This is an optimization exercise on Yosys and OpenROAD, whose aim is small area, a short achievable clock period and few clock cycles per item, not a production implementation. At most, simulation tests tie the RTL to the original design; equivalence was not proved. Power is estimated from default activity; no workload was simulated.

// tc_dot_product
module tc_dot_product #(
    parameter int shape_k    = SHAPE_K_DEF,
    parameter int in_width   = IN_WIDTH_DEF,
    parameter int depth_warp = DEPTH_WARP_DEF,
    parameter int fifo_depth = FIFO_DEPTH_DEF
) (
    input  logic                          clk,
    input  logic                          reset_i,
    input  logic [shape_k*in_width-1:0]   a_i,
    input  logic [shape_k*in_width-1:0]   b_i,
    input  logic [C_WIDTH-1:0]            c_i,
    input  tc_pkg::tc_op_e                        op_i,
    input  logic [IDXW_WIDTH-1:0]         ctrl_reg_idxw_i,
    input  logic [depth_warp-1:0]         ctrl_warpid_i,
    input  logic                          in_valid_i,
    input  logic                          out_ready_i,
    output logic                          in_ready_o,
    output logic                          out_valid_o,
    output logic [C_WIDTH-1:0]            result_o,
    output logic                          ovf_o,
    output logic [IDXW_WIDTH-1:0]         ctrl_reg_idxw_o,
    output logic [depth_warp-1:0]         ctrl_warpid_o
);
Size in the first run: ~190 I/O pins, ~0.024 sq mm of cells after synthesis.
Settings: LEC_CHECK=0, CAP_MARGIN=20, CORE_MARGIN=2, CORE_UTILIZATION=40, SETUP_SLACK_MARGIN=2.4, SLEW_MARGIN=20, SYNTH_HIERARCHICAL=1, SYNTH_MINIMUM_KEEP_SIZE=0; clock period 5.5 ns.
run.sh (not shown) runs the stock make flow with config.mk's settings and CLKGATE_MAP_FILE= SYNTH_SCRIPT=/design/flow/synth_recipe.tcl, a recipe that flattens the netlist after the stock synthesis.
Next try:
==> flow/flow/run.sh (new file) <==
#!/bin/bash
# Layout flow: the standard flow unchanged, except that the port buffers
# are sky130_fd_sc_hd__buf_1 instead of the default delay-style buffer.
export BUFFER_PORTS_ARGS="-buffer_cell sky130_fd_sc_hd__buf_1"
bash standard.sh > standard.log 2>&1
==> flow/standard.sh (new file) <==
#!/bin/bash
# synth_recipe.tcl (not shown) runs the flow's synth.tcl, then flattens the netlist and writes it again
# the make line also repeats each setting of config.mk as NAME=value (left out here)
make -C /OpenROAD-flow-scripts/flow DESIGN_CONFIG=/design/flow/config.mk WORK_HOME=/design/flow/orfs CLKGATE_MAP_FILE= SYNTH_SCRIPT=/design/flow/synth_recipe.tcl "${@:-finish}"
removed: flow/run.sh
Outcome:
- final area came out lower by 3.0%
- worst setup slack loses 0.015 ns
- core utilization came out lower by 1.5 points
- critical path depth does not change
- routed wire length came out lower by 0.97%
- cell count is about the same
- power came out lower by 1.9%
- hold slack gains 0.0053 ns
- sequential cell count is unchanged
No run of this note included a check of the RTL's function; only the layout flow was run.

========
Setup of run 1:
tc_dot_product, a different RTL version from the one above (not shown whole).
Size in the first run: roughly 1800 cells after synthesis, roughly 300 flip-flops, roughly 24000 um2 of cells after synthesis.
clock: 5.5 ns
lec_check: 0
cap_margin: 20
core_margin: 2
core_utilization: 40
setup_slack_margin: 2.6
slew_margin: 20
synth_hierarchical: 1
synth_minimum_keep_size: 0
tns_end_percent: 3
standard.sh (not shown) runs the stock make flow with config.mk's settings and CLKGATE_MAP_FILE= SYNTH_SCRIPT=/design/flow/synth_recipe.tcl, a recipe that flattens the netlist after the stock synthesis.
==> flow/flow/run.sh <==
#!/bin/bash
# Layout flow: the standard flow unchanged, except that the port buffers
# are sky130_fd_sc_hd__buf_2 instead of the default delay-style buffer.
export BUFFER_PORTS_ARGS="-buffer_cell sky130_fd_sc_hd__buf_2"
bash standard.sh > standard.log 2>&1
Run 1 reached the final stage; the timing, DRC and antenna checks on its layout passed.
Testbench counts of run 1, summed over its fixed seeds: cycles 3,224, items 3,200.
The inputs of run 2 differ from those of run 1 as listed below.
- TNS_END_PERCENT removed (was 3)
Results
Looking at initial antenna violation count, run 2 sits 1 lower than run 1 does.
On worst hold margin, run 1 and run 2 are neck and neck.
Re share of total power in the clock network: run 2 is 1.1 points down on run 1.
Run 2 vs. run 1: total wirelength of the detailed-routed design climbed 0.95%; number of clock buffers in the layout barely changed; length of routed met2 wiring climbed 1.6%.
Setup changes, run 2 to run 3
==> flow/flow/run.sh <==
#!/bin/bash
# Layout flow: the standard flow unchanged, except that the port buffers
# are sky130_fd_sc_hd__buf_1 instead of the default delay-style buffer.
export BUFFER_PORTS_ARGS="-buffer_cell sky130_fd_sc_hd__buf_1"
bash standard.sh > standard.log 2>&1
[summary]
Compared with run 2, in run 3 post-layout instance area +about 0.5%, count of placed standard cells including taps ~0 delta. Run 2 leaves more setup margin than run 3.
Inputs modified between run 3 and run 4:
- changing SETUP_SLACK_MARGIN from 2.6 to 2.8
==> flow/flow/run.sh <==
#!/bin/bash
# Layout flow: the standard flow unchanged, except that the port buffers
# are sky130_fd_sc_hd__buf_2 instead of the default delay-style buffer.
export BUFFER_PORTS_ARGS="-buffer_cell sky130_fd_sc_hd__buf_2"
bash standard.sh > standard.log 2>&1
==> summary.txt <==
Diff run 3 -> run 4 | final area | up by a few percent. Run 4 vs. run 3: sequential share of layout area went down by 1.1 points. Reported for run 4 and run 3, well-tap cell count turned out identical to the last digit. The setup slack of run 4 is smaller than that of run 3. Cmp run 4 and run 3 / layout cell share with drive strength beyond 1 / higher: run 4. Between run 4 and run 3, the worst hold-check slack does not differ in any meaningful way.

========
Another version of the RTL of tc_dot_product (not shown whole).
Size: ~1,800 cells after synthesis, about 190 I/O pins, ~0.023 sq mm of cells after synthesis.
clock: 5.5 ns
lec_check: 0
cap_margin: 20
core_margin: 2
core_utilization: 40
setup_slack_margin: 2.7
slew_margin: 20
synth_hierarchical: 1
synth_minimum_keep_size: 0
tns_end_percent: 10
==> flow/flow/run.sh <==
#!/bin/bash
# Layout flow: the standard flow unchanged, except that the port buffers
# are sky130_fd_sc_hd__buf_2 instead of the default delay-style buffer.
export BUFFER_PORTS_ARGS="-buffer_cell sky130_fd_sc_hd__buf_2"
bash standard.sh > standard.log 2>&1
The first run finished with timing, DRC and antenna clean.
Testbench counts at the start, summed over its fixed seeds: cycles 3,224, items 3,200.
==> next run, changes <==
--- a/flow/config.mk
+++ b/flow/config.mk
@@ -10,3 +10,5 @@
 export CORE_UTILIZATION = 40
-export SETUP_SLACK_MARGIN = 2.7
+export CTS_CLUSTER_DIAMETER = 60
+export CTS_CLUSTER_SIZE = 30
+export SETUP_SLACK_MARGIN = 2.6
 export SLEW_MARGIN = 20
Maximum frequency climbs by 0.60%.
Worst setup slack is better by 0.017 ns.
Wire length goes down by 0.55%.
Non-clock buffer count decreases by 10.
Via count stays flat.
Final area hardly moves.
Global-route usage barely changes.
Sequential power is about the same.
Synthesized area does not change.
Core utilization hardly moves.
Total power came out lower by 3.3%.
==> next run, changes <==
--- a/flow/config.mk
+++ b/flow/config.mk
@@ -9,5 +9,5 @@
 export CORE_MARGIN = 2
-export CORE_UTILIZATION = 40
-export CTS_CLUSTER_DIAMETER = 60
-export CTS_CLUSTER_SIZE = 30
+export CORE_UTILIZATION = 50
+export CTS_CLUSTER_DIAMETER = 80
+export CTS_CLUSTER_SIZE = 22
 export SETUP_SLACK_MARGIN = 2.6
=>
- final area went down by 3.1%
- cell count went down by 7.1%
- routed wire length went down by 3.9%
- via count went down by 3.8%
- worst setup slack gets worse by 0.092 ns
- utilization went up by 9.5 points
- worst hold slack gets better by 0.0040 ns
- sequential share of layout area went up by 1.1 points
- die area went down by 20%
==> next run, changes <==
--- a/flow/config.mk
+++ b/flow/config.mk
@@ -9,5 +9,3 @@
 export CORE_MARGIN = 2
-export CORE_UTILIZATION = 50
-export CTS_CLUSTER_DIAMETER = 80
-export CTS_CLUSTER_SIZE = 22
+export CORE_UTILIZATION = 40
 export SETUP_SLACK_MARGIN = 2.6
Outcome: Total power increases by 7.4%; worst setup slack gets better by 0.082 ns; wire length is higher by 3.8%; hold slack is worse by 0.012 ns; via count grows by 3.5%; final cell count rose by 7.9%; global-route usage goes down by 5.2 points; design area rises by 2.9%; count of clock-buffer cells in the layout increases by 17; synthesized cell count stays the same.
==> next run, changes <==
--- a/flow/config.mk
+++ b/flow/config.mk
@@ -10,2 +10,4 @@
 export CORE_UTILIZATION = 40
+export CTS_CLUSTER_DIAMETER = 80
+export CTS_CLUSTER_SIZE = 26
 export SETUP_SLACK_MARGIN = 2.6
@@ -14,2 +16,2 @@
 export SYNTH_MINIMUM_KEEP_SIZE = 0
-export TNS_END_PERCENT = 10
+export TNS_END_PERCENT = 5
After rerunning: Sequential cell count is unchanged; via count stays flat; routed wire length hardly moves; combinational power is about the same; cell area is lower by 1.1%; global-route usage decreases by 0.14 points; clock power goes down by 18%; sequential power barely changes; first-iteration DRC count rises by 13%; sequential share of layout area is higher by 0.37 points.
==> next run, changes <==
--- a/flow/config.mk
+++ b/flow/config.mk
@@ -11,3 +11,3 @@
 export CTS_CLUSTER_DIAMETER = 80
-export CTS_CLUSTER_SIZE = 26
+export CTS_CLUSTER_SIZE = 22
 export SETUP_SLACK_MARGIN = 2.6
@@ -16,2 +16,2 @@
 export SYNTH_MINIMUM_KEEP_SIZE = 0
-export TNS_END_PERCENT = 5
+export TNS_END_PERCENT = 10
The new run completed with no timing, DRC or antenna violations.
Critical path depth decreases by 1.
Wire length barely changes.
Cell count hardly moves.
Total power stays flat.
Clock-buffer cell count climbs by 2.
Die area is unchanged.
Hold slack is about the same.
First-iteration DRC count shrinks by 4.3%.
Cell area is about the same.
Core utilization is about the same.

========
== old ==
tc_dot_product with an RTL version that a note above also has.
Size in the first run: ~1800 cells after synthesis, ~300 flip-flops, ~190 I/O pins.
==> flow/config.mk <==
export PLATFORM = sky130hd
export DESIGN_NAME = tc_dot_product
export DESIGN_NICKNAME = tc_dot_product
export VERILOG_FILES = /design/flow/design.v
export SDC_FILE = /design/flow/constraint.sdc
export NUM_CORES = 4
export LEC_CHECK = 0
export CAP_MARGIN = 20
export CORE_MARGIN = 2
export CORE_UTILIZATION = 40
export CTS_BUF_LIST = sky130_fd_sc_hd__clkbuf_4 sky130_fd_sc_hd__clkbuf_8
export SETUP_SLACK_MARGIN = 2.6
export SLEW_MARGIN = 20
export SYNTH_HIERARCHICAL = 1
export SYNTH_MINIMUM_KEEP_SIZE = 0
==> flow/constraint.sdc <==
create_clock -name core_clock -period 5.5 [get_ports {clk}]
set_input_delay 1.1000 -clock core_clock [delete_from_list [all_inputs] [get_ports {clk}]]
set_output_delay 1.1000 -clock core_clock [all_outputs]
set_load 0.01 [all_outputs]
Scripts as last shown in full above: flow/flow/run.sh
Testbench counts of old, summed over its fixed seeds: cycles 3,224, items 3,200.
#### Input delta (new over old)
- CTS_BUF_LIST removed (was sky130_fd_sc_hd__clkbuf_4 sky130_fd_sc_hd__clkbuf_8)
- TNS_END_PERCENT newly set to 10
[summary]
Compared with old, in new proportion of cell area spent on the clock network rose 0.43 points; least setup slack across all paths after layout rose 35 ps; highest clock frequency the design can meet rose 3.8 MHz.

-- port drivers added, routing unchanged --
Ports are ideal in the flow. The routed layouts listed here were re-timed in OpenROAD. Step 1 assumes that a clkbuf_16 drives the clock port and a buf_2 every other input. Step 2 adds t to the input delays and takes it off the output delays; t is the mean of the earliest and latest rising clock arrival at the registers after step 1. Input paths then give back, and output paths get back, about the clock's delay inside the block. a / b / c = ideal / step 1 / step 2; a / b = the first two.
run	shift t [ns]	setup slack, ns	hold WS [ns]	worst setup path at the end	slew at the worst register clock pin (ns)
the first run of note 1	0.611	2.361 / 2.330 / 1.719	0.414 / 0.414 / 0.414	input to register	0.06 / 0.06
the second run of note 1	0.597	2.346 / 2.346 / 1.804	0.419 / 0.419 / 0.419	input to register	0.07 / 0.07
run 1	0.584	2.492 / 2.492 / 2.046	0.416 / 0.416 / 0.416	input to register	0.07 / 0.07
run 2	0.589	2.475 / 2.475 / 2.068	0.416 / 0.416 / 0.416	input to register	0.07 / 0.07
run 3	0.601	2.445 / 2.445 / 2.062	0.418 / 0.418 / 0.418	input to register	0.06 / 0.06
run 4	0.595	2.399 / 2.399 / 2.184	0.418 / 0.418 / 0.418	input to register	0.06 / 0.06
the first run of note 3	0.605	2.578 / 2.596 / 2.001	0.411 / 0.411 / 0.411	input to register	0.06 / 0.06
the second run of note 3	0.620	2.595 / 2.595 / 2.004	0.419 / 0.419 / 0.419	input to register	0.08 / 0.08
the third run of note 3	0.601	2.503 / 2.503 / 2.057	0.423 / 0.423 / 0.423	input to register	0.09 / 0.09
the fourth run of note 3	0.605	2.585 / 2.593 / 2.005	0.411 / 0.411 / 0.411	input to register	0.06 / 0.06
the fifth run of note 3	0.643	2.602 / 2.602 / 1.998	0.425 / 0.425 / 0.425	input to register	0.10 / 0.10
the sixth run of note 3	0.639	2.606 / 2.610 / 1.997	0.423 / 0.423 / 0.423	input to register	0.09 / 0.09
old	0.708	2.459 / 2.459 / 2.055	0.416 / 0.416 / 0.416	input to register	0.08 / 0.08
new	0.587	2.494 / 2.494 / 2.067	0.415 / 0.415 / 0.415	input to register	0.07 / 0.07
After both steps every run listed still meets setup and hold. The setup slack of the first run of note 1, which loses most, moves by -0.031 ns with the drivers and by -0.642 ns with both steps.
